Background: an optimization exercise with open tools, aiming at small area, a short achievable clock period and few clock cycles. Do not read the settings as production practice. Where RTL was checked, it was by simulation tests only, not by an equivalence proof against the original. The RTL of run 1 was laid out without a check of its function.

==> flow/design.v, too long to show whole: its modules and the start of the top module <==
// module snn_fa: 10 lines
// module snn_xnor: 7 lines
// module snn_conv_quant: 1523 lines
module snn_conv_quant (
    input  logic       clk,
    input  logic       rst_n,
    input  logic       in_valid,
    input  logic [7:0] img,
    input  logic [7:0] ker,
    input  logic       mode,
    output logic       out_valid,
    output logic [7:0] out_data
);
  // ...
==> flow/flow/run.sh <==
#!/bin/bash
set -euo pipefail
export BUFFER_PORTS_ARGS="-buffer_cell sky130_fd_sc_hd__buf_4"
export SETUP_SLACK_MARGIN=19.0
export SKIP_GATE_CLONING=1
bash standard.sh > standard.log 2>&1
==> flow/standard.sh <==
#!/bin/bash
# synth_recipe.tcl (not shown) runs the flow's synth.tcl, then flattens the netlist and writes it again
# the make line also repeats each setting of config.mk as NAME=value (left out here)
make -C /OpenROAD-flow-scripts/flow DESIGN_CONFIG=/design/flow/config.mk WORK_HOME=/design/flow/orfs CLKGATE_MAP_FILE= SYNTH_SCRIPT=/design/flow/synth_recipe.tcl "${@:-finish}"
==> flow/config.mk <==
export PLATFORM = sky130hd
export DESIGN_NAME = snn_conv_quant
export DESIGN_NICKNAME = snn_conv_quant
export VERILOG_FILES = /design/flow/design.v
export SDC_FILE = /design/flow/constraint.sdc
export NUM_CORES = 4
export LEC_CHECK = 0
export ABC_CLOCK_PERIOD_IN_PS = 5000
export CAP_MARGIN = 20
export CORE_MARGIN = 2
export CORE_UTILIZATION = 60
export CTS_CLUSTER_DIAMETER = 100
export CTS_CLUSTER_SIZE = 32
export SLEW_MARGIN = 20
export SYNTH_HIERARCHICAL = 1
==> flow/constraint.sdc <==
create_clock -name core_clock -period 25.0 [get_ports {clk}]
set_input_delay 5.0000 -clock core_clock [delete_from_list [all_inputs] [get_ports {clk}]]
set_output_delay 5.0000 -clock core_clock [all_outputs]
set_load 0.01 [all_outputs]
==> impl_metrics.json, run 1 <==
{
  "status": "timing/DRC/antenna clean",
  "busiest_layer": "met2",
  "die_h_um": 219.2,
  "period_share_pct": 24.37,
  "gr-usage-all-layers_pct": 37.61,
  "slew_headroom_pct": 29.18,
  "post-cts-setup-buffers": 24,
  "crit_top_cell": "fa_1",
  "final_cell_mix": "628 x nand2_1, 599 x fa_1, 335 x dfxtp_1, 73 x edfxtp_1, 59 x buf_4",
  "r2r_setup_slack_ns": 18.91,
  "nNetsFinal": 2917,
  "nClkBuffers": 27,
  "drive_gt1_share_pct": 11.27,
  "crit_path_max_incr_delay_ns": 0.55,
  "hpwl_um": 66200,
  "tns_ns": 0,
  "wl_met3_um": 9640,
  "hold_class": "flop to flop",
  "grt_pass1_wl_um": 127100,
  "die_w_um": 219.2,
  "syn_to_final_growth_pct": 7.706,
  "fill_cells": 3452,
  "cts_tree": "done",
  "critical_path_buf_inv_count": 5,
  "ys_seq_elements": 434,
  "nNonClkInverters": 50,
  "arrival_ns": 6.61,
  "seq_share_pct": 31.74
}
==> inputs of run 2 (changes only) <==
--- a/flow/design.v
+++ b/flow/design.v
@@ -77,18 +77,16 @@
     assign w_v0    = r_mode || (!r_rr[4] && !r_rr[5] && !r_rc[0] && !r_rc[5]);
     assign w_last0 = r_mode ? (r_rr[5] && r_rc[5]) : (r_rr[3] && r_rc[4]);
     function automatic logic [7:0] px(input int a, input int b);
         px = r_img[(C - 6*a - b + 36) % 36];
     endfunction
     logic [8:0][7:0] w_x;
     logic [8:0][7:0] w_k;
     assign w_k = r_ker;
-    logic [19:0]       w_na, w_nb;
-    logic [19:0]       r_na, r_nb;      
     logic              r_v1, r_last1;
     logic [19:0]       w_s, w_ns;
     logic [22-1:0] w_qa, w_qb, w_qy;
     logic r_c0;
     logic r_nc0;
     logic r_c5;
     logic r_nc5;
     logic r_t0;
@@ -1304,41 +1302,59 @@
     snn_fa u_m1117 (.a(m1044), .b(m1083), .c(m1082), .s(m1117), .co(m1118));
     logic m1119, m1120;
     snn_fa u_m1119 (.a(m1048), .b(m1085), .c(m1084), .s(m1119), .co(m1120));
     logic m1121, m1122;
     snn_fa u_m1121 (.a(m1087), .b(m1052), .c(m1086), .s(m1121), .co(m1122));
     logic m1123, m1124;
     snn_xnor u_m1123 (.a(m1054), .b(m1088), .y(m1123));
     assign m1124 = m1054 | m1088;
-    assign w_na = {1'b1, m1124, m1123, m1121, m1119, m1117, m1115, m1112, m1110, m1108, m1106, m1104, m1102, m1100, m1098, m1096, m1094, m1092, m1090, m991};
-    assign w_nb = {1'b1, 1'b1, m1122, m1120, m1118, m1116, m1114, m1113, m1111, m1109, m1107, m1105, m1103, m1101, m1099, m1097, m1095, m1093, m1091, m1089};
+    logic m1125, m1126;
+    snn_xnor u_m1125 (.a(m991), .b(m1089), .y(m1125));
+    assign m1126 = m991 | m1089;
+    logic m1127, m1128;
+    snn_fa u_m1127 (.a(m1090), .b(m1126), .c(m1091), .s(m1127), .co(m1128));
+    logic m1129, m1130;
+    snn_fa u_m1129 (.a(m1092), .b(m1093), .c(m1128), .s(m1129), .co(m1130));
+    logic m1131, m1132;
+    snn_fa u_m1131 (.a(m1094), .b(m1095), .c(m1130), .s(m1131), .co(m1132));
+    logic m1133, m1134;
+    snn_fa u_m1133 (.a(m1096), .b(m1097), .c(m1132), .s(m1133), .co(m1134));
+    logic m1135, m1136;
+    snn_fa u_m1135 (.a(m1098), .b(m1099), .c(m1134), .s(m1135), .co(m1136));
+    logic [13:0] w_na, w_nb, r_na, r_nb;    
+    logic [5:0] w_nsl, r_nsl;                
+    logic w_nc, r_nc;                         
+    assign w_na = {1'b1, m1124, m1123, m1121, m1119, m1117, m1115, m1112, m1110, m1108, m1106, m1104, m1102, m1100};
+    assign w_nb = {1'b1, 1'b1, m1122, m1120, m1118, m1116, m1114, m1113, m1111, m1109, m1107, m1105, m1103, m1101};
+    assign w_nsl = {m1135, m1133, m1131, m1129, m1127, m1125};
+    assign w_nc = m1136;
     logic d1, d2;
     snn_fa u_d1 (.a(w_ns[0]), .b(w_s[3]), .c(w_s[6]), .s(d1), .co(d2));
     logic d3, d4;
     assign d3 = ~(w_ns[1] ^ w_s[4]);
     assign d4 = w_ns[1] | w_s[4];
     logic d5, d6;
     snn_fa u_d5 (.a(w_s[7]), .b(w_ns[10]), .c(w_s[12]), .s(d5), .co(d6));
     logic d7, d8;
     snn_fa u_d7 (.a(w_ns[2]), .b(w_s[5]), .c(w_s[8]), .s(d7), .co(d8));
     logic d9, d10;
     assign d9 = w_ns[11] ^ w_s[13];
     assign d10 = w_ns[11] & w_s[13];
     logic d11, d12;
-    snn_fa u_d11 (.a(w_s[0]), .b(w_ns[3]), .c(w_s[6]), .s(d11), .co(d12));
+    snn_fa u_d11 (.a(w_ns[3]), .b(w_s[0]), .c(w_s[6]), .s(d11), .co(d12));
     logic d13, d14;
     snn_fa u_d13 (.a(w_s[9]), .b(w_ns[12]), .c(w_s[14]), .s(d13), .co(d14));
     logic d15, d16;
-    snn_fa u_d15 (.a(w_s[1]), .b(w_ns[4]), .c(w_s[7]), .s(d15), .co(d16));
+    snn_fa u_d15 (.a(w_ns[4]), .b(w_s[1]), .c(w_s[7]), .s(d15), .co(d16));
     logic d17, d18;
     snn_fa u_d17 (.a(w_s[10]), .b(w_ns[13]), .c(w_s[15]), .s(d17), .co(d18));
     logic d19, d20;
-    assign d19 = ~(w_s[2] ^ w_ns[5]);
-    assign d20 = w_s[2] | w_ns[5];
+    assign d19 = ~(w_ns[5] ^ w_s[2]);
+    assign d20 = w_ns[5] | w_s[2];
     logic d21, d22;
     snn_fa u_d21 (.a(w_s[8]), .b(w_s[11]), .c(w_ns[14]), .s(d21), .co(d22));
     logic d23, d24;
     assign d23 = ~(w_s[3] ^ w_ns[6]);
     assign d24 = w_s[3] | w_ns[6];
     logic d25, d26;
     snn_fa u_d25 (.a(w_s[9]), .b(w_s[12]), .c(w_ns[15]), .s(d25), .co(d26));
     logic d27, d28;
@@ -1510,22 +1526,26 @@
     assign d175 = w_s[17] ^ d134;
     assign d176 = w_s[17] & d134;
     logic d177, d178;
     assign d177 = 1'b1 ^ w_s[18];
     assign d178 = 1'b1 & w_s[18];
     assign w_qa = {d177, d175, d172, d171, d169, d166, d165, d162, d160, d159, d157, d154, d153, d151, d148, d146, d144, d142, d140, d138, d136, d95};
     assign w_qb = {d176, d174, d173, d170, d168, d167, d164, d163, d161, d158, d156, d155, d152, d150, d149, d147, d145, d143, d141, d139, d137, d135};
     always_ff @(posedge clk) begin
-        r_na    <= w_na;
-        r_nb    <= w_nb;
         r_v1    <= w_v0;
         r_last1 <= w_last0;
     end
-    assign w_ns = r_na + r_nb + 20'd1;
+    always_ff @(posedge clk) begin
+        r_na  <= w_na;
+        r_nb  <= w_nb;
+        r_nsl <= w_nsl;
+        r_nc  <= w_nc;
+    end
+    assign w_ns = {r_na + r_nb + 14'(r_nc), r_nsl};
     assign w_s  = ~w_ns;
     assign w_qy = w_qa + w_qb;
     always_ff @(posedge clk or negedge rst_n) begin
         if (!rst_n) begin
             r_busy    <= 1'b0;
             out_valid <= 1'b0;
         end else begin
             out_valid <= r_v1 && (r_busy || w_done);
==> flow/flow/run.sh (replaced) <==
#!/bin/bash
set -euo pipefail
export BUFFER_PORTS_ARGS="-buffer_cell sky130_fd_sc_hd__buf_4"
export SETUP_SLACK_MARGIN=19.1
export SKIP_GATE_CLONING=1
bash standard.sh > standard.log 2>&1
==> impl_metrics.json, run 2 <==
{
  "antenna_found_initial": 3,
  "drc": 0,
  "pin_count": 29,
  "top_register": "r_img",
  "hold_class": "flop to flop",
  "status": "timing/DRC/antenna clean",
  "portBuffers": 28,
  "finalMaxSlewViolations": 0,
  "drive_gt1_share_pct": 12.40,
  "via_per_inst": 6.396,
  "htreeDepth": 1,
  "synth_common_cells": "668 x nand2_1, 612 x fa_1, 348 x dfxtp_1",
  "r2r-end": "out_data[6]",
  "synth_top_cell_by_area": "fa_1",
  "clkTransAtPathRegs_ns": 0.12,
  "min_path_cells": 0,
  "clockBufferDepth": 3,
  "period_share_pct": 24.43,
  "min_to": "r_img[206]",
  "tns_ns": 0,
  "placed_cell_area_um2": 28270,
  "arrival_ns": 1.11,
  "critical_path_buf_inv_count": 1,
  "fin_crit_ns": 6.108,
  "largestRegisters": "r_img (288), r_ker (72), r_na (13)",
  "grt_max_degree": 73,
  "syn_to_final_growth_pct": 8.593,
  "placementRows": 78,
  "r2r-start": "r_na[0]",
  "grt_pass1_vias": 19720,
  "ys_warn_count": 8,
  "cts_made_buffers": 20,
  "cts.sinks": 429,
  "hpwl_um": 67460,
  "ys_seq_elements": 429,
  "slowest_stage": "dfrtp_1",
  "nNetsFinal": 2913,
  "final_cell_mix": "625 x nand2_1, 609 x fa_1, 324 x dfxtp_1, 74 x buf_4, 73 x edfxtp_1",
  "synth_top_area_share_pct": 44.19,
  "worst_setup_path_start_kind": "flop",
  "root_buffer": "clkbuf_16",
  "dieArea_um2": 47940,
  "criticalPathCategory": "flop to output port",
  "synth.avg_cell_area_um2": 12.37,
  "die_w_um": 219.0,
  "setup_violations": 0,
  "cap_violations": 0,
  "wl_per_cell_um": 31.20,
  "largest_reg_flops": 288,
  "async_flop_share_pct": 1.865,
  "syn_area_um2": 27720,
  "syn-num-nets": 2924,
  "cts_tree": "done",
  "max_freq_mhz": 163.7,
  "final_common_cell": "nand2_1",
  "place_congestion": 0.9960,
  "drtIter0Drc": 2205,
  "vias": 18190,
  "antenna_left": 0,
  "worstMarginPinSlew_ns": 1.097,
  "r2r_cells": 17,
  "path_max_fanout": 1,
  "core_area_um2": 45480,
  "grt_pass1_wl_um": 130400,
  "synth-edff-count": 73,
  "yosysSeqAreaShare_pct": 33.76,
  "initial_core_util_pct": 60.96,
  "clock_skew_ns": 0.06260,
  "hold_violations": 0,
  "slew_headroom_pct": 26.85,
  "wirelength_um": 88730,
  "dp_slack_ns": 18.02,
  "yosys-top-cells-area": "fa_1 44%, dfxtp_1 25%, nand2_1 9.0%, edfxtp_1 7.9%, ha_1 2.3%",
  "die_h_um": 219.0,
  "r2r_setup_slack_ns": 19.08,
  "synth.most_common_cell": "nand2_1",
  "cp_cell_sequence": "buf_6",
  "fin_area_um2": 30110,
  "cp-end-kind": "output port",
  "clk_latency_ns": 0.61,
  "rsz0062_at_grt": "yes",
  "critPathTopFamily": "flip-flops",
  "fin_ws_ns": 18.89,
  "gr-usage-all-layers_pct": 38.75,
  "first_pass_iters": 8,
  "crit_path_max_incr_delay_ns": 0.39,
  "fill_cells": 3420,
  "synth_cell_types": 59,
  "ys.flop_type": "dfxtp_1",
  "crit_required_ns": 20.00,
  "grt-ovfl-total": 0,
  "hp-start": "r_img[198]",
  "netlist_instances": 2241
}
## run 2: through the flow
step	hold slack, ns	cells	utilization [%]
2_1_floorplan	0.3096	2241	-
3_3_place_gp	0.3096	2750	62.16
3_5_place_dp	0.3121	2750	62.16
4_1_cts	0.3226	2796	64.70
5_1_grt	0.3260	2842	66.19
6_report	0.3170	2844	66.20
## run 2: kinds of logic after synthesis
family,synth area share [%]
adders and majority gates,46.50
xor gates and xnor gates,1.453
DFF,33.76
and+or+nand+nor,11.09
buffers and inverters,2.369
AOI/OAI and AO/OA,3.927
muxes,0.9072
## run 2: area by class of cell
type	count	area [um2]	share of cell area, %
antenna	2	5.005	0.01662
clock buffer	27	548.0	1.820
clock inverter	7	165.2	0.5486
inverter	47	176.4	0.5860
multi-input combinational	1638	18190	60.42
sequential	429	9429	31.32
tap	600	750.7	2.494
timing repair buffer	94	842.1	2.797
## run 2: worst max-delay path by stage
| stage | start | endpoint | slack, ns | cells after the start |
|---|---|---|---|---|
| after detailed placement | r_rc[5] | r_nb[5] | 18.02 | 13 |
| final | out_valid | out_valid | 18.89 | 1 |
| after global placement | r_rc[5] | r_nb[5] | 18.05 | 13 |
| after floorplan | r_rc[5] | r_nb[5] | 19.34 | 16 |
| after CTS | out_valid | out_valid | 18.86 | 1 |
| after global routing | out_valid | out_valid | 18.86 | 1 |
## run 2: per-layer routing
metal / share of wire, % / global-route usage [%]
met4: 7.4 / 23.33
met5: 0.051 / 0
met1: 37 / 51.09
met2: 44 / 58.23
met3: 11 / 10.17
## run 2: Yosys stat by module, one instance, submodules excluded
module	copies in the design	cells inside
snn_xnor	24	1
snn_fa	610	1
snn_conv_quant	1	1607
## run 2: repair_timing
| action | in CTS | in global routing |
|---|---|---|
| pin swaps | 15 | 26 |
| gates resized for setup | 126 | 60 |
| hold buffers | 0 | 0 |
| setup buffers | 12 | 46 |
| setup endpoints to repair | 44 | 31 |
Testbench counts of run 2, summed over its fixed seeds: cycles 13,044.
==> inputs of run 3 (changes only) <==
==> flow/flow/run.sh (replaced) <==
#!/bin/bash
set -euo pipefail
export BUFFER_PORTS_ARGS="-buffer_cell sky130_fd_sc_hd__buf_4"
export SETUP_SLACK_MARGIN=18.9
export SKIP_GATE_CLONING=1
bash standard.sh > standard.log 2>&1
==> impl_metrics.json, run 3 <==
{
  "cts.sinks": 429,
  "clkTransAtPathRegs_ns": 0.11,
  "slowest_stage": "dfrtp_1",
  "die_h_um": 219.0,
  "top_register": "r_img",
  "wl_per_cell_um": 31.36,
  "clk_latency_ns": 0.62,
  "cts_made_buffers": 20,
  "ys_warn_count": 8,
  "core_area_um2": 45480,
  "yosys-top-cells-area": "fa_1 44%, dfxtp_1 25%, nand2_1 9.0%, edfxtp_1 7.9%, ha_1 2.3%",
  "fin_crit_ns": 6.114,
  "crit_required_ns": 20.00,
  "initial_core_util_pct": 60.96,
  "tns_ns": 0,
  "criticalPathCategory": "flop to output port",
  "dp.cells": 2750,
  "cts_tree": "done",
  "status": "timing/DRC/antenna clean",
  "worstMarginPinSlew_ns": 1.101,
  "synth.most_common_cell": "nand2_1",
  "synth.avg_cell_area_um2": 12.37,
  "root_buffer": "clkbuf_16",
  "place_congestion": 0.9960,
  "synth_top_area_share_pct": 44.19,
  "hold_class": "flop to flop",
  "synth_common_cells": "668 x nand2_1, 612 x fa_1, 348 x dfxtp_1",
  "busiest_layer": "met2",
  "grt_use_met3_pct": 9.799,
  "grt-ovfl-total": 0,
  "antenna_left": 0,
  "hold_violations": 0,
  "critical_path_buf_inv_count": 1,
  "placementRows": 78,
  "clock_skew_ns": 0.06473,
  "syn_area_um2": 27720,
  "first_pass_iters": 6,
  "async_flop_share_pct": 1.865,
  "cap_violations": 0,
  "ys.flop_type": "dfxtp_1",
  "path_max_fanout": 1,
  "cts_hold_buf": 0,
  "largestRegisters": "r_img (288), r_ker (72), r_na (13)",
  "syn-num-nets": 2924,
  "slew_headroom_pct": 26.63,
  "final_util_pct": 64.78,
  "rsz0062_at_grt": "yes",
  "critPathTopFamily": "flip-flops",
  "grt_pass1_wl_um": 129700,
  "arrival_ns": 1.11,
  "wirelength_um": 87850,
  "grt_pass1_vias": 19590,
  "yosysSeqAreaShare_pct": 33.76,
  "final_cell_mix": "633 x nand2_1, 611 x fa_1, 332 x dfxtp_1, 73 x edfxtp_1, 51 x ha_1",
  "synth-edff-count": 73,
  "drtIter0Drc": 2335,
  "use_met1_pct": 50.97,
  "vias": 17840,
  "portBuffers": 28,
  "clockBufferDepth": 3,
  "synth_cell_types": 59,
  "nNetsFinal": 2871,
  "synth_top_cell_by_area": "fa_1",
  "max_freq_mhz": 163.6,
  "cp-end-kind": "output port",
  "gr-usage-all-layers_pct": 38.55,
  "final_common_cell": "nand2_1",
  "ys_seq_elements": 429,
  "drc": 0,
  "final_cell_count_no_fill": 2801,
  "drive_gt1_share_pct": 9.636,
  "period_share_pct": 24.46,
  "antenna_found_initial": 1,
  "grt_max_degree": 73,
  "via_per_inst": 6.370,
  "use_met2_pct": 58.35,
  "cp_cell_sequence": "buf_6",
  "htreeDepth": 1,
  "fin_area_um2": 29460,
  "hpwl_um": 67460,
  "dieArea_um2": 47940,
  "largest_reg_flops": 288,
  "crit_path_max_incr_delay_ns": 0.39,
  "netlist_instances": 2241,
  "setup_violations": 0,
  "die_w_um": 219.0,
  "pin_count": 29,
  "syn_to_final_growth_pct": 6.269,
  "finalMaxSlewViolations": 0,
  "placed_cell_area_um2": 28270,
  "worst_setup_path_start_kind": "flop"
}
==> run 3: cell counts after synthesis <==
Identical to the previous run, type by type.
==> run 3: cell type report <==
class	instances	area (um2)
antenna	1	2.502
clock buffer	27	548.0
clock inverter	7	165.2
fill	3483	16020
inverter	47	176.4
multi-input combinational	1638	18000
sequential	429	9397
tap	600	750.7
timing repair buffer	52	422.9
==> run 3: metal layers <==
metal / vias up / share of wire (%)
met5: - / 0.011
met4: 2 / 7.0
met3: 326 / 11
met2: 1206 / 44
met1: 9327 / 38
li1: 6981 / -
==> run 3: final timing paths <==
kind / startpoint / end / slack [ns] / cells after the start
min in group asynchronous: rst_n / r_cnt[2] / 4.18 / 1
min reg2reg: r_img[198] / r_img[206] / 0.31 / 0
max: out_valid / out_valid / 18.89 / 1
min: r_img[198] / r_img[206] / 0.31 / 0
max reg2reg: r_nt0 / r_nb[4] / 18.94 / 13
max in group asynchronous: rst_n / r_busy / 20.68 / 1
==> run 3: cell families after synthesis <==
group / count (synthesis) / share of synthesized area (%)
muxes: 23 / 0.9072
AOI/OAI and AO/OA: 137 / 3.927
buffers and inverters: 174 / 2.369
and+or+nand+nor: 769 / 11.09
DFF: 429 / 33.76
xor gates and xnor gates: 46 / 1.453
adders and majority gates: 663 / 46.50
==> run 3: what timing repair did <==
action,4_1_cts,5_1_grt
endpoints found under the setup margin,35,23
pin swaps,2,14
gates resized for setup,77,42
setup buffers,2,14
==> run 3: modules after synthesis, one instance, submodules excluded <==
| module | cells inside | flip-flops and latches |
|---|---|---|
| snn_fa | 1 | 0 |
| snn_conv_quant | 1607 | 429 |
| snn_xnor | 1 | 0 |
==> run 3: per-stage QoR <==
step / worst slack [ns] / hold slack, ns
final: 18.89 / 0.3112
after global routing: 18.86 / 0.3262
after CTS: 18.86 / 0.3226
after detailed placement: 18.02 / 0.3121
after global placement: 18.05 / 0.3096
after floorplan: 19.34 / 0.3096
==> inputs of run 4 (changes only) <==
==> flow/flow/run.sh (replaced) <==
#!/bin/bash
set -euo pipefail
export BUFFER_PORTS_ARGS="-buffer_cell sky130_fd_sc_hd__buf_4"
export SETUP_SLACK_MARGIN=18.7
export SKIP_GATE_CLONING=1
bash standard.sh > standard.log 2>&1
==> impl_metrics.json, run 4 <==
{
  "criticalPathCategory": "flop to flop",
  "vias": 17750,
  "syn-num-nets": 2924,
  "min_path_cells": 0,
  "placementRows": 78,
  "worstMarginPinSlew_ns": 1.092,
  "ys_warn_count": 8,
  "final_cell_mix": "639 x nand2_1, 612 x fa_1, 333 x dfxtp_1, 73 x edfxtp_1, 51 x ha_1",
  "netlist_instances": 2241,
  "pin_count": 29,
  "hold_class": "flop to flop",
  "die_h_um": 219.0,
  "htreeDepth": 1,
  "cts_tree": "done",
  "drc": 0,
  "place_congestion": 0.9960,
  "cts_made_buffers": 20,
  "largestRegisters": "r_img (288), r_ker (72), r_na (13)",
  "r2r_cells": 13,
  "period_share_pct": 24.90,
  "hp-start": "r_img[198]",
  "synth.most_common_cell": "nand2_1",
  "r2r-end": "r_nb[4]",
  "slew_headroom_pct": 27.17,
  "syn_area_um2": 27720,
  "tns_ns": 0,
  "grt_max_degree": 73,
  "grt_pass1_wl_um": 129100,
  "initial_core_util_pct": 60.96,
  "clock_skew_ns": 0.06379,
  "cp-end-kind": "flop",
  "die_w_um": 219.0,
  "hold_violations": 0,
  "async_flop_share_pct": 1.865,
  "status": "timing/DRC/antenna clean",
  "cap_violations": 0,
  "synth_top_cell_by_area": "fa_1",
  "crit_required_ns": 25.44,
  "ys.flop_type": "dfxtp_1",
  "synth_cell_types": 59,
  "ys_seq_elements": 429,
  "yosys-top-cells-area": "fa_1 44%, dfxtp_1 25%, nand2_1 9.0%, edfxtp_1 7.9%, ha_1 2.3%",
  "clockBufferDepth": 3,
  "arrival_ns": 6.67,
  "nNetsFinal": 2857,
  "final_util_pct": 64.24,
  "root_buffer": "clkbuf_16",
  "antenna_found_initial": 3,
  "wl_per_cell_um": 31.25,
  "drtIter0Drc": 2125,
  "hold_slack_ns": 0.3106,
  "yosysSeqAreaShare_pct": 33.76,
  "dieArea_um2": 47940,
  "largest_reg_flops": 288,
  "first_pass_iters": 9,
  "max_freq_mhz": 160.6,
  "dp.cells": 2750,
  "synth.avg_cell_area_um2": 12.37,
  "finalMaxSlewViolations": 0,
  "r2r_setup_slack_ns": 18.77,
  "final_common_cell": "nand2_1",
  "core_area_um2": 45480,
  "grt_pass1_vias": 19560,
  "r2r-start": "r_nt0",
  "top_register": "r_img",
  "min_to": "r_img[206]",
  "grt-ovfl-total": 0,
  "syn_to_final_growth_pct": 5.389,
  "antenna_left": 0,
  "synth_common_cells": "668 x nand2_1, 612 x fa_1, 348 x dfxtp_1",
  "rsz0062_at_grt": "yes",
  "clkTransAtPathRegs_ns": 0.12,
  "wirelength_um": 87120,
  "cts.sinks": 429,
  "via_per_inst": 6.367,
  "portBuffers": 28,
  "fin_crit_ns": 6.225,
  "worst_setup_path_start_kind": "flop",
  "clk_latency_ns": 0.61,
  "final_cell_count_no_fill": 2788,
  "synth_top_area_share_pct": 44.19,
  "synth-edff-count": 73,
  "hpwl_um": 67460,
  "path_max_fanout": 12,
  "gr-usage-all-layers_pct": 38.36,
  "drive_gt1_share_pct": 7.960,
  "setup_violations": 0
}
-- run 4: cell counts after synthesis --
No cell type changed its count.
-- run 4: how the worst max path moves through the flow --
| stage | startpoint | to | slack [ns] | cells past startpoint |
|---|---|---|---|---|
| after global placement | r_rc[5] | r_nb[5] | 18.05 | 13 |
| final | r_nt0 | r_nb[4] | 18.77 | 13 |
| after CTS | r_nb5 | r_nb[4] | 18.70 | 13 |
| after floorplan | r_rc[5] | r_nb[5] | 19.34 | 16 |
| after detailed placement | r_rc[5] | r_nb[5] | 18.02 | 13 |
| after global routing | r_na[0] | out_data[6] | 18.67 | 20 |
-- run 4: final cells by class --
cell class              count  area [um2]
clock buffers              27       548.0
inverters                  47       176.4
clock inverters             7       165.2
flip-flops and latches    429        9385
well taps                 600       750.7
fillers                  3508       16260
multi-input cells        1638       17880
repair buffers             38       310.3
diodes                      2       5.005
-- run 4: stage by stage --
stage	cell area, um2	worst slack, ns
final	29220	18.77
after detailed placement	28270	18.02
after CTS	29070	18.70
after global routing	29210	18.67
after global placement	28270	18.05
after floorplan	27720	19.34
-- run 4: metal layers --
| layer | track usage, % | vias to the layer above | part of all wire (%) |
|---|---|---|---|
| met5 | 0 | - | 0.026 |
| met4 | 22.09 | 4 | 7.0 |
| met3 | 10.30 | 338 | 11 |
| met2 | 57.88 | 1253 | 44 |
| met1 | 50.61 | 9207 | 38 |
| li1 | - | 6950 | - |
-- run 4: per-module statistics from Yosys (local to each module, per instance) --
module          copies in the design  flip-flops and latches  cells
snn_conv_quant                     1                     429   1607
snn_xnor                          24                       0      1
snn_fa                           610                       0      1
-- run 4: repair_timing --
item,CTS,global route
setup buffers,0,2
cloned,0,0
setup endpoints to repair,31,17
hold buffers,0,0
resized for setup,47,32
pin swaps,0,3
-- run 4: cells by family after synthesis --
group	after synthesis	share of synthesized area, %
and+or+nand+nor	769	11.09
adders and majority gates	663	46.50
DFF	429	33.76
buffers and inverters	174	2.369
AOI/OAI and AO/OA	137	3.927
xor gates and xnor gates	46	1.453
muxes	23	0.9072
-- run 4: worst max-delay path, cell delays in order (launching register included) --
cell	delay, ns
dfxtp_2	0.44
and2_2	0.34
a222oi_1	0.44
nand2_1	0.46
nand2_1	0.22
fa_1	0.47
fa_1	0.44
fa_1	0.49
fa_1	0.47
fa_1	0.53
fa_1	0.43
fa_1	0.40
fa_1	0.51
fa_1	0.42
==> inputs of run 5 (changes only) <==
==> flow/flow/run.sh (replaced) <==
#!/bin/bash
set -euo pipefail
export BUFFER_PORTS_ARGS="-buffer_cell sky130_fd_sc_hd__buf_4"
export SETUP_SLACK_MARGIN=19.0
export SKIP_GATE_CLONING=1
bash standard.sh > standard.log 2>&1
==> impl_metrics.json, run 5 <==
{
  "startpoint": "out_valid",
  "clockBufferDepth": 3,
  "die_h_um": 219.0,
  "nNetsFinal": 2889,
  "top_register": "r_img",
  "r2r_setup_slack_ns": 19.03,
  "cp_num_cells": 1,
  "dieArea_um2": 47940,
  "tns_ns": 0,
  "yosysSeqAreaShare_pct": 33.76,
  "async_flop_share_pct": 1.865,
  "cp_cell_sequence": "buf_6",
  "arrival_ns": 1.12,
  "vias": 17990,
  "via_per_inst": 6.385,
  "gr-usage-all-layers_pct": 38.63,
  "largest_reg_flops": 288,
  "synth-edff-count": 73,
  "critPathTopFamily": "flip-flops",
  "ys.flop_type": "dfxtp_1",
  "cts_tree": "done",
  "final_util_pct": 65.52,
  "syn_area_um2": 27720,
  "crit_path_end": "out_valid",
  "root_buffer": "clkbuf_16",
  "clkTransAtPathRegs_ns": 0.12,
  "drtIter0Drc": 2265,
  "hp-start": "r_img[198]",
  "antenna_found_initial": 2,
  "hold_violations": 0,
  "cts_hold_buf": 0,
  "core_area_um2": 45480,
  "htreeDepth": 1,
  "ys_seq_elements": 429,
  "synth.most_common_cell": "nand2_1",
  "cap_violations": 0,
  "slew_headroom_pct": 27.45,
  "synth_cell_types": 59,
  "synth_top_cell_by_area": "fa_1",
  "hpwl_um": 67460,
  "criticalPathCategory": "flop to output port",
  "crit_path_max_incr_delay_ns": 0.39,
  "period_share_pct": 24.46,
  "cts_made_buffers": 20,
  "final_cell_mix": "630 x nand2_1, 608 x fa_1, 323 x dfxtp_1, 73 x edfxtp_1, 55 x buf_4",
  "initial_core_util_pct": 60.96,
  "grt_pass1_wl_um": 129900,
  "synth.avg_cell_area_um2": 12.37,
  "r2r-end": "r_nb[5]",
  "clk_latency_ns": 0.61,
  "wl_per_cell_um": 31.32,
  "portBuffers": 28,
  "wirelength_um": 88270,
  "placementRows": 78,
  "cp-end-kind": "output port",
  "syn_to_final_growth_pct": 7.483,
  "max_freq_mhz": 163.5,
  "drc": 0,
  "ys_warn_count": 8,
  "crit_required_ns": 20.00,
  "rsz0062_at_grt": "yes",
  "netlist_instances": 2241,
  "grt-ovfl-total": 0,
  "grt_max_degree": 73,
  "critical_path_buf_inv_count": 1,
  "finalMaxSlewViolations": 0,
  "yosys-top-cells-area": "fa_1 44%, dfxtp_1 25%, nand2_1 9.0%, edfxtp_1 7.9%, ha_1 2.3%",
  "pin_count": 29,
  "hold_class": "flop to flop",
  "diodes": 0,
  "slowest_stage": "dfrtp_1",
  "grt_pass1_vias": 19630,
  "fin_crit_ns": 6.115,
  "path_max_fanout": 1,
  "syn-num-nets": 2924,
  "antenna_left": 0,
  "place_congestion": 0.9960,
  "status": "timing/DRC/antenna clean",
  "r2r-start": "r_nc5",
  "drive_gt1_share_pct": 11.36,
  "setup_violations": 0,
  "cts.sinks": 429,
  "first_pass_iters": 6,
  "fill_cells": 3432,
  "synth_common_cells": "668 x nand2_1, 612 x fa_1, 348 x dfxtp_1",
  "largestRegisters": "r_img (288), r_ker (72), r_na (13)",
  "worstMarginPinSlew_ns": 1.088,
  "synth_top_area_share_pct": 44.19,
  "r2r_cells": 13,
  "die_w_um": 219.0,
  "worst_setup_path_start_kind": "flop",
  "clock_skew_ns": 0.06324,
  "final_common_cell": "nand2_1"
}
run 5: cell count changes in the layout (fill, tap and decap cells not counted), sizes merged:
| cell | delta |
|---|---|
| buf | +32 |
| diode | -2 |
run 5: cells by family (layout without fill, tap and decap cells):
group	count (synthesis)	after routing	synth area share, %
AO/OA/AOI/OAI	137	137	3.927
XOR/XNOR	46	46	1.453
adder cells (fa/ha/maj)	663	663	46.50
buffers and inverters	174	151	2.369
flip-flops	429	429	33.76
multiplexers	23	23	0.9072
AND/OR/NAND/NOR	769	769	11.09
run 5: layout make-up:
cell class	instances	area (um2)	area share (%)
inverter	47	176.4	0.5921
clock inverter	7	165.2	0.5543
multi-input combinational	1638	18130	60.84
tap	600	750.7	2.519
clock buffer	27	548.0	1.839
timing repair buffer	70	616.8	2.070
sequential	429	9413	31.59
run 5: repair_timing:
item,CTS,global route
setup endpoints to repair,44,30
hold endpoints to repair,0,0
resized for setup,112,52
pin swaps,6,33
buffers inserted,3,31
run 5: per-stage QoR:
| stage | setup WS, ns | instance area, um2 | hold slack, ns | cells |
|---|---|---|---|---|
| after global routing | 18.86 | 29800 | 0.3262 | 2818 |
| final | 18.88 | 29800 | 0.3097 | 2818 |
| after floorplan | 19.34 | 27720 | 0.3096 | 2241 |
| after CTS | 18.86 | 29290 | 0.3226 | 2787 |
| after global placement | 18.05 | 28270 | 0.3096 | 2750 |
| after detailed placement | 18.02 | 28270 | 0.3121 | 2750 |
run 5: metal layers:
layer,GRT usage [%],up-vias,routed length (um)
met1,51.18,9342,32710
met4,22.75,4,6460
met3,9.854,343,10190
li1,-,7022,-
met5,0,-,29
met2,58.24,1283,38880
run 5: worst min path at each step:
stage	slack [ns]	depth (start not counted)	to
final	0.31	0	r_img[206]
after global routing	0.33	0	r_img[206]
after CTS	0.32	0	r_img[206]
after detailed placement	0.31	0	r_img[144]
after global placement	0.31	0	r_img[114]
after floorplan	0.31	0	r_img[100]
run 5: worst register-to-register path: cells and delay by family (launching register included):
family	cells	cell delay, ns
fa+ha+maj	9	4.14
simple gates	3	0.75
flops	1	0.46
compound gates	1	0.44
run 5: Yosys stat by module (local to each module, per instance):
module | times used | flops+latches | cell area [um2] | cells inside
snn_conv_quant | 1 | 429 | 15300 | 1607
snn_fa | 610 | 0 | 20.02 | 1
snn_xnor | 24 | 0 | 8.758 | 1
==> inputs of run 6 (changes only) <==
==> flow/flow/run.sh (replaced) <==
#!/bin/bash
set -euo pipefail
export BUFFER_PORTS_ARGS="-buffer_cell sky130_fd_sc_hd__buf_4"
export SETUP_SLACK_MARGIN=18.8
export SKIP_GATE_CLONING=1
bash standard.sh > standard.log 2>&1
==> impl_metrics.json, run 6 <==
{
  "cts_made_buffers": 20,
  "status": "timing/DRC/antenna clean",
  "ys_seq_elements": 429,
  "startpoint": "r_img[268]",
  "synth.most_common_cell": "nand2_1",
  "cts_tree": "done",
  "use_met1_pct": 50.58,
  "place_congestion": 0.9960,
  "cts_hold_buf": 0,
  "period_share_pct": 24.56,
  "pin_count": 29,
  "synth_top_cell_by_area": "fa_1",
  "core_area_um2": 45480,
  "clockBufferDepth": 3,
  "r2r-start": "r_img[268]",
  "use_met2_pct": 58.03,
  "antenna_left": 0,
  "async_flop_share_pct": 1.865,
  "largest_reg_flops": 288,
  "wirelength_um": 87130,
  "hold_violations": 0,
  "dieArea_um2": 47940,
  "arrival_ns": 6.58,
  "first_pass_iters": 10,
  "placementRows": 78,
  "clock_skew_ns": 0.06325,
  "nNetsFinal": 2859,
  "r2r_cells": 13,
  "rsz0062_at_grt": "yes",
  "synth_cell_types": 59,
  "wl_per_cell_um": 31.25,
  "ys_warn_count": 8,
  "tns_ns": 0,
  "top_register": "r_img",
  "hpwl_um": 67460,
  "path_max_fanout": 14,
  "placed_cell_area_um2": 28270,
  "grt_pass1_wl_um": 129100,
  "hold_class": "flop to flop",
  "crit_path_end": "r_nb[5]",
  "cap_violations": 0,
  "fin_crit_ns": 6.141,
  "largestRegisters": "r_img (288), r_ker (72), r_na (13)",
  "yosysSeqAreaShare_pct": 33.76,
  "via_per_inst": 6.381,
  "fin_area_um2": 29300,
  "r2r-end": "r_nb[5]",
  "synth.avg_cell_area_um2": 12.37,
  "finalMaxSlewViolations": 0,
  "clk_latency_ns": 0.61,
  "cp-end-kind": "flop",
  "crit_required_ns": 25.44,
  "r2r_setup_slack_ns": 18.86,
  "cts.sinks": 429,
  "setup_violations": 0,
  "syn-num-nets": 2924,
  "yosys-top-cells-area": "fa_1 44%, dfxtp_1 25%, nand2_1 9.0%, edfxtp_1 7.9%, ha_1 2.3%",
  "syn_area_um2": 27720,
  "slew_headroom_pct": 27.51,
  "gr-usage-all-layers_pct": 38.36,
  "root_buffer": "clkbuf_16",
  "clkTransAtPathRegs_ns": 0.12,
  "grt_pass1_vias": 19570,
  "synth-edff-count": 73,
  "initial_core_util_pct": 60.96,
  "ys.flop_type": "dfxtp_1",
  "worst_setup_path_start_kind": "flop",
  "vias": 17790,
  "drive_gt1_share_pct": 8.821,
  "synth_common_cells": "668 x nand2_1, 612 x fa_1, 348 x dfxtp_1",
  "grt-ovfl-total": 0,
  "grt_max_degree": 73,
  "die_h_um": 219.0,
  "busiest_layer": "met2",
  "diodes": 0,
  "antenna_found_initial": 3,
  "final_common_cell": "nand2_1",
  "final_cell_mix": "635 x nand2_1, 611 x fa_1, 332 x dfxtp_1, 73 x edfxtp_1, 51 x ha_1",
  "final_util_pct": 64.42,
  "criticalPathCategory": "flop to flop",
  "worstMarginPinSlew_ns": 1.087,
  "die_w_um": 219.0,
  "netlist_instances": 2241,
  "drc": 0,
  "max_freq_mhz": 162.9,
  "grt_use_met3_pct": 10.49,
  "synth_top_area_share_pct": 44.19,
  "htreeDepth": 1,
  "drtIter0Drc": 2134,
  "portBuffers": 28,
  "syn_to_final_growth_pct": 5.687
}
## run 6: through the flow
stage          worst slack [ns]  instances  hold slack [ns]
2_1_floorplan             19.34       2241           0.3096
3_3_place_gp              18.05       2750           0.3096
3_5_place_dp              18.02       2750           0.3121
4_1_cts                   18.82       2784           0.3226
5_1_grt                   18.74       2788           0.3261
6_report                  18.86       2788           0.3117
## run 6: Yosys stat by module, one instance, submodules excluded
module	cells inside	flip-flops and latches	area [um2]
snn_fa	1	0	20.02
snn_conv_quant	1607	429	15300
snn_xnor	1	0	8.758
## run 6: cell type report
type,instances,area (um2)
clock buffer,27,548.0
clock inverter,7,165.2
fill,3492,16180
inverter,47,176.4
multi-input combinational,1638,17930
sequential,429,9389
tap,600,750.7
timing repair buffer,40,337.8
## run 6: cell families after synthesis
family | share of synthesized area [%]
XOR/XNOR | 1.453
multiplexers | 0.9072
adder cells (fa/ha/maj) | 46.50
AO/OA/AOI/OAI | 3.927
AND/OR/NAND/NOR | 11.09
buffers and inverters | 2.369
flip-flops | 33.76
## run 6: worst min-delay path by stage
stage / from / end / slack, ns / depth (start not counted)
4_1_cts: r_img[198] / r_img[206] / 0.32 / 0
2_1_floorplan: r_img[92] / r_img[100] / 0.31 / 0
6_report: r_img[198] / r_img[206] / 0.31 / 0
5_1_grt: r_img[198] / r_img[206] / 0.33 / 0
3_5_place_dp: r_img[136] / r_img[144] / 0.31 / 0
3_3_place_gp: r_img[106] / r_img[114] / 0.31 / 0
## run 6: critical path, cell delays in order (launching register included)
cell and delay [ns]:
dfxtp_2 0.67, a22o_2 0.49, nand2_1 0.12, nand2_2 0.38, nand2_1 0.14, fa_1 0.54, fa_1 0.41, fa_1 0.51
fa_1 0.43, fa_1 0.51, fa_1 0.44, fa_1 0.40, fa_1 0.51, fa_1 0.40
## run 6: timing repair
action | 4_1_cts | 5_1_grt
pin swaps | 1 | 5
gates resized for setup | 60 | 39
setup endpoints to repair | 34 | 22
setup buffers | 0 | 4
## run 6: metal layers
layer | wire length [um] | share of wire (%) | vias to the layer above
met5 | 42 | 0.048 | -
met3 | 9934 | 11 | 356
li1 | - | - | 6951
met4 | 6071 | 7.0 | 6
met2 | 38470 | 44 | 1272
met1 | 32620 | 37 | 9206
==> inputs of run 7 (changes only) <==
--- a/flow/config.mk
+++ b/flow/config.mk
@@ -9,5 +9,5 @@
 export CAP_MARGIN = 20
 export CORE_MARGIN = 2
-export CORE_UTILIZATION = 60
+export CORE_UTILIZATION = 70
 export CTS_CLUSTER_DIAMETER = 100
 export CTS_CLUSTER_SIZE = 32
==> impl_metrics.json, run 7 <==
{
  "status": "timing/DRC/antenna clean",
  "die_h_um": 203.0,
  "grt-ovfl-total": 0,
  "cts_tree": "done",
  "wirelength_um": 93310,
  "cts_made_buffers": 18,
  "path_max_fanout": 24,
  "cts.sinks": 429,
  "fin_ws_ns": 18.86,
  "top_register": "r_img",
  "vias": 18790,
  "fin_area_um2": 29130,
  "largestRegisters": "r_img (288), r_ker (72), r_na (13)",
  "setup_violations": 0,
  "critPathTopFamily": "adder cells",
  "arrival_ns": 6.60,
  "place_congestion": 1.085,
  "crit_required_ns": 25.46,
  "fin_crit_ns": 6.136,
  "placed_cell_area_um2": 28170,
  "grt_max_degree": 73,
  "ys_seq_elements": 429,
  "slowest_stage": "fa_1",
  "largest_reg_flops": 288,
  "hold_violations": 0,
  "r2r_setup_slack_ns": 18.86,
  "synth_top_area_share_pct": 44.19,
  "hp-start": "r_img[194]",
  "grt_pass1_vias": 20920,
  "worst_setup_path_start_kind": "flop",
  "hold_class": "flop to flop",
  "clkTransAtPathRegs_ns": 0.12,
  "min_path_cells": 0,
  "die_w_um": 203.0,
  "syn-num-nets": 2924,
  "antenna_left": 0,
  "dp_slack_ns": 18.10,
  "r2r-end": "r_nb[6]",
  "max_freq_mhz": 163.0,
  "fill_cells": 2330,
  "cap_violations": 0,
  "ys_warn_count": 8,
  "core_area_um2": 38830,
  "ys.flop_type": "dfxtp_1",
  "yosys-top-cells-area": "fa_1 44%, dfxtp_1 25%, nand2_1 9.0%, edfxtp_1 7.9%, ha_1 2.3%",
  "r2r-start": "r_t0",
  "synth_top_cell_by_area": "fa_1",
  "nNetsFinal": 2868,
  "portBuffers": 28,
  "tns_ns": 0,
  "yosysSeqAreaShare_pct": 33.76,
  "placementRows": 72,
  "drive_gt1_share_pct": 8.375,
  "syn_area_um2": 27720,
  "synth_common_cells": "668 x nand2_1, 612 x fa_1, 348 x dfxtp_1",
  "htreeDepth": 1,
  "slew_headroom_pct": 28.07,
  "netlist_instances": 2241,
  "first_pass_iters": 9,
  "initial_core_util_pct": 71.40,
  "synth.avg_cell_area_um2": 12.37,
  "criticalPathCategory": "flop to flop",
  "async_flop_share_pct": 1.865,
  "root_buffer": "clkbuf_16",
  "cp-end-kind": "flop",
  "pin_count": 29,
  "synth-edff-count": 73,
  "critical_path_buf_inv_count": 1,
  "antenna_found_initial": 2,
  "clock_skew_ns": 0.02043,
  "crit_path_max_incr_delay_ns": 0.61,
  "hpwl_um": 70260,
  "drc": 0,
  "gr-usage-all-layers_pct": 47.55,
  "period_share_pct": 24.54,
  "final_cell_mix": "639 x nand2_1, 611 x fa_1, 335 x dfxtp_1, 73 x edfxtp_1, 51 x ha_1",
  "grt_pass1_wl_um": 136800,
  "dieArea_um2": 41210,
  "final_common_cell": "nand2_1",
  "crit_top_cell": "fa_1",
  "drtIter0Drc": 2887,
  "rsz0062_at_grt": "yes",
  "clockBufferDepth": 3,
  "via_per_inst": 6.917,
  "worstMarginPinSlew_ns": 1.079,
  "synth.most_common_cell": "nand2_1",
  "cp_cell_sequence": "buf_4 > a22oi_1 > nand2_1 > nand2_1 > fa_1 > fa_1 > fa_1 > fa_1 > fa_1 > fa_1 > fa_1 > fa_1 > fa_1",
  "finalMaxSlewViolations": 0,
  "min_to": "r_img[202]",
  "syn_to_final_growth_pct": 5.086,
  "clk_latency_ns": 0.59,
  "wl_per_cell_um": 34.34,
  "synth_cell_types": 59,
  "r2r_cells": 13
}
==> run 7: cell counts after synthesis <==
Identical to the previous run, type by type.
==> run 7: timing repair <==
action,4_1_cts,5_1_grt
endpoints found under the hold margin,0,0
hold buffers,0,0
setup buffers,8,7
setup endpoints to repair,31,22
resized for setup,49,36
pin swaps,8,16
==> run 7: how the worst max path moves through the flow <==
stage	startpoint	to	slack, ns	cells after the start
floorplan	r_rc[5]	r_nb[5]	19.34	16
global placement	r_rc[5]	r_nb[5]	18.15	13
detailed placement	r_rc[5]	r_nb[6]	18.10	13
CTS	r_img[268]	r_nb[6]	18.78	12
global route	r_img[264]	r_nb[5]	18.78	13
finish	r_t0	r_nb[6]	18.86	13
==> run 7: layer usage <==
metal | track usage (%) | part of all wire (%)
met4 | 34.49 | 9.5
met2 | 70.98 | 44
met1 | 57.37 | 33
met5 | 0 | 0.0096
met3 | 17.61 | 14
==> run 7: kinds of logic after synthesis <==
family | count (synthesis) | synth area share [%]
fa+ha+maj | 663 | 46.50
compound gates | 137 | 3.927
xor+xnor | 46 | 1.453
mux | 23 | 0.9072
flops | 429 | 33.76
buf+inv | 174 | 2.369
simple gates | 769 | 11.09
==> run 7: stage by stage <==
step           cells  utilization [%]  hold WS, ns
4_1_cts         2708            74.59       0.3359
3_3_place_gp    2668            72.55       0.3096
3_5_place_dp    2668            72.55       0.3121
5_1_grt         2715            75.02       0.3386
2_1_floorplan   2241                -       0.3096
6_report        2717            75.03       0.3333
==> run 7: layout make-up <==
type | instances | area [um2] | share of cell area [%]
Multi-Input combinational cell | 1638 | 17900 | 61.45
Sequential cell | 429 | 9388 | 32.22
Tap cell | 518 | 648.1 | 2.225
Clock buffer | 26 | 501.7 | 1.722
Timing Repair Buffer | 51 | 407.9 | 1.400
Inverter | 47 | 176.4 | 0.6056
Clock inverter | 6 | 102.6 | 0.3522
Antenna cell | 2 | 5.005 | 0.01718
==> run 7: per-module statistics from Yosys (local to each module, per instance) <==
module	cells	flip-flops and latches	times used
snn_conv_quant	1607	429	1
snn_fa	1	0	610
snn_xnor	1	0	24
==> inputs of run 8 (changes only) <==
--- a/flow/config.mk
+++ b/flow/config.mk
@@ -9,5 +9,5 @@
 export CAP_MARGIN = 20
 export CORE_MARGIN = 2
-export CORE_UTILIZATION = 70
+export CORE_UTILIZATION = 45
 export CTS_CLUSTER_DIAMETER = 100
 export CTS_CLUSTER_SIZE = 32
==> impl_metrics.json, run 8 <==
{
  "status": "timing/DRC/antenna clean",
  "finalMaxSlewViolations": 0,
  "nNetsFinal": 2888,
  "wirelength_um": 90760,
  "grt-ovfl-total": 0,
  "crit_top_cell": "fa_1",
  "yosys-top-cells-area": "fa_1 44%, dfxtp_1 25%, nand2_1 9.0%, edfxtp_1 7.9%, ha_1 2.3%",
  "diodes": 0,
  "async_flop_share_pct": 1.865,
  "synth_top_cell_by_area": "fa_1",
  "cp_cell_sequence": "and2_1 > a32oi_1 > nand2_1 > nand2_1 > fa_1 > fa_1 > fa_1 > fa_1 > fa_1 > fa_1 > fa_1 > fa_1 > fa_1",
  "cts.sinks": 429,
  "htreeDepth": 1,
  "hpwl_um": 71270,
  "syn_area_um2": 27720,
  "hold_class": "flop to flop",
  "hold_slack_ns": 0.3223,
  "die_w_um": 252.2,
  "synth_top_area_share_pct": 44.19,
  "ys_seq_elements": 429,
  "place_congestion": 1.016,
  "yosysSeqAreaShare_pct": 33.76,
  "dp_slack_ns": 18.20,
  "slowest_stage": "dfxtp_1",
  "cp-end-kind": "flop",
  "hold_violations": 0,
  "dieArea_um2": 63610,
  "drive_gt1_share_pct": 9.283,
  "crit_required_ns": 25.48,
  "clock_skew_ns": 0.05735,
  "vias": 17360,
  "root_buffer": "clkbuf_16",
  "rsz0062_at_grt": "yes",
  "arrival_ns": 6.64,
  "layout.area.seq_um2": 9376,
  "initial_core_util_pct": 45.76,
  "r2r-end": "r_nb[4]",
  "worst_setup_path_start_kind": "flop",
  "min_path_cells": 0,
  "grt_max_degree": 73,
  "netlist_instances": 2241,
  "synthSimpleGateAreaFrac_pct": 11.09,
  "grt_use_met3_pct": 5.819,
  "synth_common_cells": "668 x nand2_1, 612 x fa_1, 348 x dfxtp_1",
  "multiInputGateArea_um2": 17910,
  "placementRows": 90,
  "use_met2_pct": 47.34,
  "r2r_cells": 13,
  "synth-edff-count": 73,
  "fin_crit_ns": 6.157,
  "busiest_layer": "met2",
  "syn-num-nets": 2924,
  "ys_warn_count": 8,
  "fin_ws_ns": 18.84,
  "pin_count": 29,
  "clkTransAtPathRegs_ns": 0.12,
  "cts_tree": "done",
  "tns_ns": 0,
  "portBuffers": 28,
  "path_max_fanout": 10,
  "period_share_pct": 24.63,
  "hp-start": "r_img[206]",
  "synth_top_family_by_area": "adder cells",
  "antenna_found_initial": 1,
  "final_cell_mix": "638 x nand2_1, 612 x fa_1, 338 x dfxtp_1, 73 x edfxtp_1, 59 x buf_4",
  "criticalPathCategory": "flop to flop",
  "cts_made_buffers": 22,
  "r2r-start": "r_nc0",
  "cap_violations": 0,
  "grt_pass1_wl_um": 133600,
  "crit_path_max_incr_delay_ns": 0.63,
  "syn_to_final_growth_pct": 7.628,
  "cts_hold_buf": 0,
  "min_to": "r_img[214]",
  "synth.avg_cell_area_um2": 12.37,
  "drtIter0Drc": 1798,
  "synth_cell_types": 59,
  "first_pass_iters": 9,
  "largest_reg_flops": 288,
  "slew_headroom_pct": 27.50,
  "die_h_um": 252.2,
  "fill_cells": 5355,
  "top_register": "r_img",
  "max_freq_mhz": 162.4,
  "drc": 0,
  "setup_violations": 0,
  "grt_pass1_vias": 19270,
  "gr-usage-all-layers_pct": 29.68,
  "synth.mux.area_fraction_pct": 0.9072,
  "r2r_setup_slack_ns": 18.84,
  "critical_path_buf_inv_count": 0,
  "synthXorXnorAreaFrac_pct": 1.453,
  "clockBufferDepth": 3,
  "wl_per_cell_um": 30.24,
  "largestRegisters": "r_img (288), r_ker (72), r_na (13)",
  "antenna_left": 0,
  "synth-compound-area-share_pct": 3.927,
  "ys.flop_type": "dfxtp_1",
  "final_common_cell": "nand2_1",
  "synthAdderAreaFrac_pct": 46.50,
  "synth.most_common_cell": "nand2_1",
  "worstMarginPinSlew_ns": 1.087,
  "use_met1_pct": 39.37,
  "via_per_inst": 5.783,
  "critPathTopFamily": "adder cells",
  "clk_latency_ns": 0.62,
  "core_area_um2": 60580
}
run 8: cell count changes in the layout (fill, tap and decap cells not counted), moves of 3 or more:
cell,before,now
a22o_1,12,7
a22o_2,9,13
buf_12,2,6
buf_4,49,59
clkbuf_16,19,22
clkinv_16,1,5
dfxtp_1,335,338
dfxtp_4,5,2
run 8: cells by family after synthesis:
group / after synthesis
compound gates: 137
flops: 429
buf+inv: 174
xor+xnor: 46
fa+ha+maj: 663
mux: 23
simple gates: 769
run 8: layer usage:
| layer | share of wire [%] | wire, um | vias to the layer above |
|---|---|---|---|
| li1 | - | - | 7026 |
| met1 | 39 | 35730 | 9147 |
| met2 | 46 | 42000 | 956 |
| met3 | 8.6 | 7820 | 226 |
| met4 | 5.7 | 5207 | 0 |
| met5 | 0 | 0 | - |
run 8: worst max-delay path by stage:
| stage | from | to | slack, ns | depth (start not counted) |
|---|---|---|---|---|
| after floorplan | r_rc[5] | r_nb[5] | 19.34 | 16 |
| after global placement | r_rc[5] | r_nb[5] | 18.12 | 14 |
| after detailed placement | r_rc[5] | r_nb[4] | 18.20 | 14 |
| after CTS | r_nt0 | r_nb[4] | 18.80 | 13 |
| after global routing | r_nc0 | r_nb[4] | 18.77 | 13 |
| final | r_nc0 | r_nb[4] | 18.84 | 13 |
run 8: stage by stage:
stage	instance area [um2]	std cells	utilization [%]
final	29840	3001	49.25
after floorplan	27720	2241	-
after global routing	29840	3001	49.25
after CTS	29570	2988	48.82
after global placement	28600	2945	47.21
after detailed placement	28600	2945	47.21
run 8: cell type report:
cell class	instances	share of cell area (%)
inverter	47	0.5913
timing repair buffer	67	1.963
tap	782	3.279
clock buffer	28	1.954
multi-input combinational	1638	60.04
sequential	429	31.43
clock inverter	10	0.7506
run 8: repair_timing:
item | 4_1_cts | 5_1_grt
hold endpoints to repair | 0 | 0
setup endpoints to repair | 30 | 24
setup buffers | 5 | 13
pin swaps | 4 | 13
gates resized for setup | 48 | 34
run 8: worst register-to-register path, stage by stage, from the launching register on:
cell,delay [ns]
dfxtp_1,0.63
and2_1,0.46
a32oi_1,0.14
nand2_1,0.42
nand2_1,0.16
fa_1,0.45
fa_1,0.48
fa_1,0.53
fa_1,0.44
fa_1,0.55
fa_1,0.45
fa_1,0.39
fa_1,0.51
fa_1,0.41
run 8: per-module statistics from Yosys, one instance, submodules excluded:
module / flip-flops and latches / copies in the design / cell area, um2
snn_xnor: 0 / 24 / 8.758
snn_fa: 0 / 610 / 20.02
snn_conv_quant: 429 / 1 / 15300
==> inputs of run 9 (changes only) <==
--- a/flow/config.mk
+++ b/flow/config.mk
@@ -9,5 +9,5 @@
 export CAP_MARGIN = 20
 export CORE_MARGIN = 2
-export CORE_UTILIZATION = 45
+export CORE_UTILIZATION = 50
 export CTS_CLUSTER_DIAMETER = 100
 export CTS_CLUSTER_SIZE = 32
==> impl_metrics.json, run 9 <==
{
  "status": "timing/DRC/antenna clean",
  "synth.most_common_cell": "nand2_1",
  "clkTransAtPathRegs_ns": 0.11,
  "largest_reg_flops": 288,
  "finalMaxSlewViolations": 0,
  "yosysSeqAreaShare_pct": 33.76,
  "vias": 17440,
  "path_max_fanout": 1,
  "via_per_inst": 5.904,
  "final_cell_mix": "639 x nand2_1, 611 x fa_1, 335 x dfxtp_1, 73 x edfxtp_1, 52 x buf_4",
  "hpwl_um": 70290,
  "final_common_cell": "nand2_1",
  "drtIter0Drc": 1950,
  "grt-ovfl-total": 0,
  "pin_count": 29,
  "clk_latency_ns": 0.61,
  "ys_seq_elements": 429,
  "placementRows": 86,
  "root_buffer": "clkbuf_16",
  "slowest_stage": "dfrtp_1",
  "antenna_left": 0,
  "setup_violations": 0,
  "first_pass_iters": 7,
  "synth-edff-count": 73,
  "critical_path_buf_inv_count": 1,
  "arrival_ns": 1.12,
  "initial_core_util_pct": 50.42,
  "synth_top_area_share_pct": 44.19,
  "wirelength_um": 89320,
  "grt_max_degree": 73,
  "cap_violations": 0,
  "die_w_um": 239.5,
  "syn_area_um2": 27720,
  "htreeDepth": 1,
  "clockBufferDepth": 3,
  "cts_made_buffers": 21,
  "cts_tree": "done",
  "cts_hold_buf": 0,
  "critPathTopFamily": "flip-flops",
  "synth_top_cell_by_area": "fa_1",
  "nNetsFinal": 2872,
  "largestRegisters": "r_img (288), r_ker (72), r_na (13)",
  "die_h_um": 239.5,
  "fin_crit_ns": 6.118,
  "place_congestion": 0.9984,
  "rsz0062_at_grt": "yes",
  "grt_pass1_wl_um": 131300,
  "core_area_um2": 54990,
  "synth.avg_cell_area_um2": 12.37,
  "yosys-top-cells-area": "fa_1 44%, dfxtp_1 25%, nand2_1 9.0%, edfxtp_1 7.9%, ha_1 2.3%",
  "worstMarginPinSlew_ns": 1.103,
  "netlist_instances": 2241,
  "ys.flop_type": "dfxtp_1",
  "clock_skew_ns": 0.04305,
  "wl_per_cell_um": 30.25,
  "grt_pass1_vias": 18790,
  "hold_violations": 0,
  "worst_setup_path_start_kind": "flop",
  "cp_cell_sequence": "buf_4",
  "slew_headroom_pct": 26.48,
  "max_freq_mhz": 163.5,
  "async_flop_share_pct": 1.865,
  "crit_required_ns": 20.00,
  "portBuffers": 28,
  "drive_gt1_share_pct": 8.670,
  "cp-end-kind": "output port",
  "top_register": "r_img",
  "ys_warn_count": 8,
  "syn-num-nets": 2924,
  "antenna_found_initial": 3,
  "tns_ns": 0,
  "cts.sinks": 429,
  "placed_cell_area_um2": 28520,
  "period_share_pct": 24.47,
  "fin_area_um2": 29530,
  "hold_class": "flop to flop",
  "criticalPathCategory": "flop to output port",
  "gr-usage-all-layers_pct": 32.61,
  "synth_cell_types": 59,
  "synth_common_cells": "668 x nand2_1, 612 x fa_1, 348 x dfxtp_1",
  "syn_to_final_growth_pct": 6.508,
  "crit_path_max_incr_delay_ns": 0.39,
  "drc": 0,
  "dieArea_um2": 57350
}
==> run 9: worst paths after layout <==
check                           from          to  slack (ns)  cells after the start
setup / recovery           out_valid   out_valid       18.88                      1
max in group asynchronous      rst_n    r_cnt[3]       20.64                      1
hold / removal             r_img[98]  r_img[106]        0.31                      0
min in group asynchronous      rst_n   out_valid        4.20                      1
setup reg to reg               r_nc5     r_nb[3]       18.89                     13
hold reg to reg            r_img[98]  r_img[106]        0.31                      0
==> run 9: area by class of cell <==
| class | instances | area, um2 |
|---|---|---|
| clock inverter | 8 | 182.7 |
| clock buffer | 29 | 565.5 |
| timing repair buffer | 52 | 390.4 |
| tap | 748 | 935.9 |
| multi-input combinational | 1638 | 17890 |
| inverter | 47 | 176.4 |
| sequential | 429 | 9383 |
| fill | 4736 | 25460 |
| antenna | 2 | 5.005 |
==> run 9: cells by family (layout without fill, tap and decap cells) <==
logic type	count (synthesis)	in the layout	synth area share (%)
AND/OR/NAND/NOR	769	769	11.09
adder cells (fa/ha/maj)	663	663	46.50
flip-flops	429	429	33.76
buffers and inverters	174	136	2.369
AO/OA/AOI/OAI	137	137	3.927
XOR/XNOR	46	46	1.453
multiplexers	23	23	0.9072
other	0	2	0
==> run 9: per-module statistics from Yosys (local to each module, per instance) <==
| module | flip-flops and latches | cell area [um2] | times used |
|---|---|---|---|
| snn_fa | 0 | 20.02 | 610 |
| snn_xnor | 0 | 8.758 | 24 |
| snn_conv_quant | 429 | 15300 | 1 |
==> run 9: per-layer routing <==
metal	routed length, um	track usage [%]	part of all wire, %
met5	0	0	0
met4	4936	15.25	5.5
met3	8280	6.500	9.3
met2	40910	51.20	46
met1	35190	44.01	39
==> run 9: what timing repair did <==
action / 4_1_cts / 5_1_grt
setup endpoints to repair: 28 / 25
hold endpoints to repair: 0 / 0
gates resized for setup: 39 / 38
pin swaps: 4 / 7
buffers inserted: 4 / 4
==> run 9: through the flow <==
| step | utilization (%) | hold slack (ns) | setup slack, ns | instances |
|---|---|---|---|---|
| floorplan | - | 0.3096 | 19.34 | 2241 |
| global placement | 51.87 | 0.3096 | 17.97 | 2906 |
| detailed placement | 51.87 | 0.3121 | 18.00 | 2906 |
| CTS | 53.43 | 0.3156 | 18.79 | 2947 |
| global route | 53.69 | 0.3144 | 18.77 | 2951 |
| finish | 53.70 | 0.3090 | 18.88 | 2953 |

==> what the ideal ports hide <==
The flow's constraints put no driver on any port. The routed layouts listed below were extracted and timed again, unchanged, in two steps.
Step 1 (the two cells are an assumption about what drives the block):
set clk [get_ports {clk}]
set_driving_cell -lib_cell sky130_fd_sc_hd__clkbuf_16 $clk
set_driving_cell -lib_cell sky130_fd_sc_hd__buf_2 [delete_from_list [all_inputs] $clk]
Step 2 moves the port delays by t, midway between the first and last clock arrival at a register: inputs arrive t later, outputs are due t later. That takes back most of the time a late clock gives input paths.
Slacks: ideal / step 1 / step 2; pairs: ideal / step 1.
run | shift t [ns] | slack for setup (ns) | worst slew at a driven data input, ns | cell pins on the clock port's net
run 1 | 0.629 | 18.907 / 18.855 / 18.907 | 0.04 | 1
run 2 | 0.636 | 18.892 / 18.834 / 19.082 | 0.05 | 1
run 3 | 0.639 | 18.886 / 18.829 / 18.942 | 0.05 | 1
run 4 | 0.637 | 18.775 / 18.775 / 18.775 | 0.05 | 1
run 5 | 0.637 | 18.885 / 18.829 / 19.028 | 0.05 | 1
run 6 | 0.638 | 18.859 / 18.822 / 18.859 | 0.05 | 1
run 7 | 0.631 | 18.864 / 18.839 / 18.864 | 0.04 | 1
run 8 | 0.655 | 18.843 / 18.788 / 18.843 | 0.05 | 1
run 9 | 0.647 | 18.882 / 18.820 / 18.895 | 0.05 | 1
After both steps every run listed still meets setup and hold.
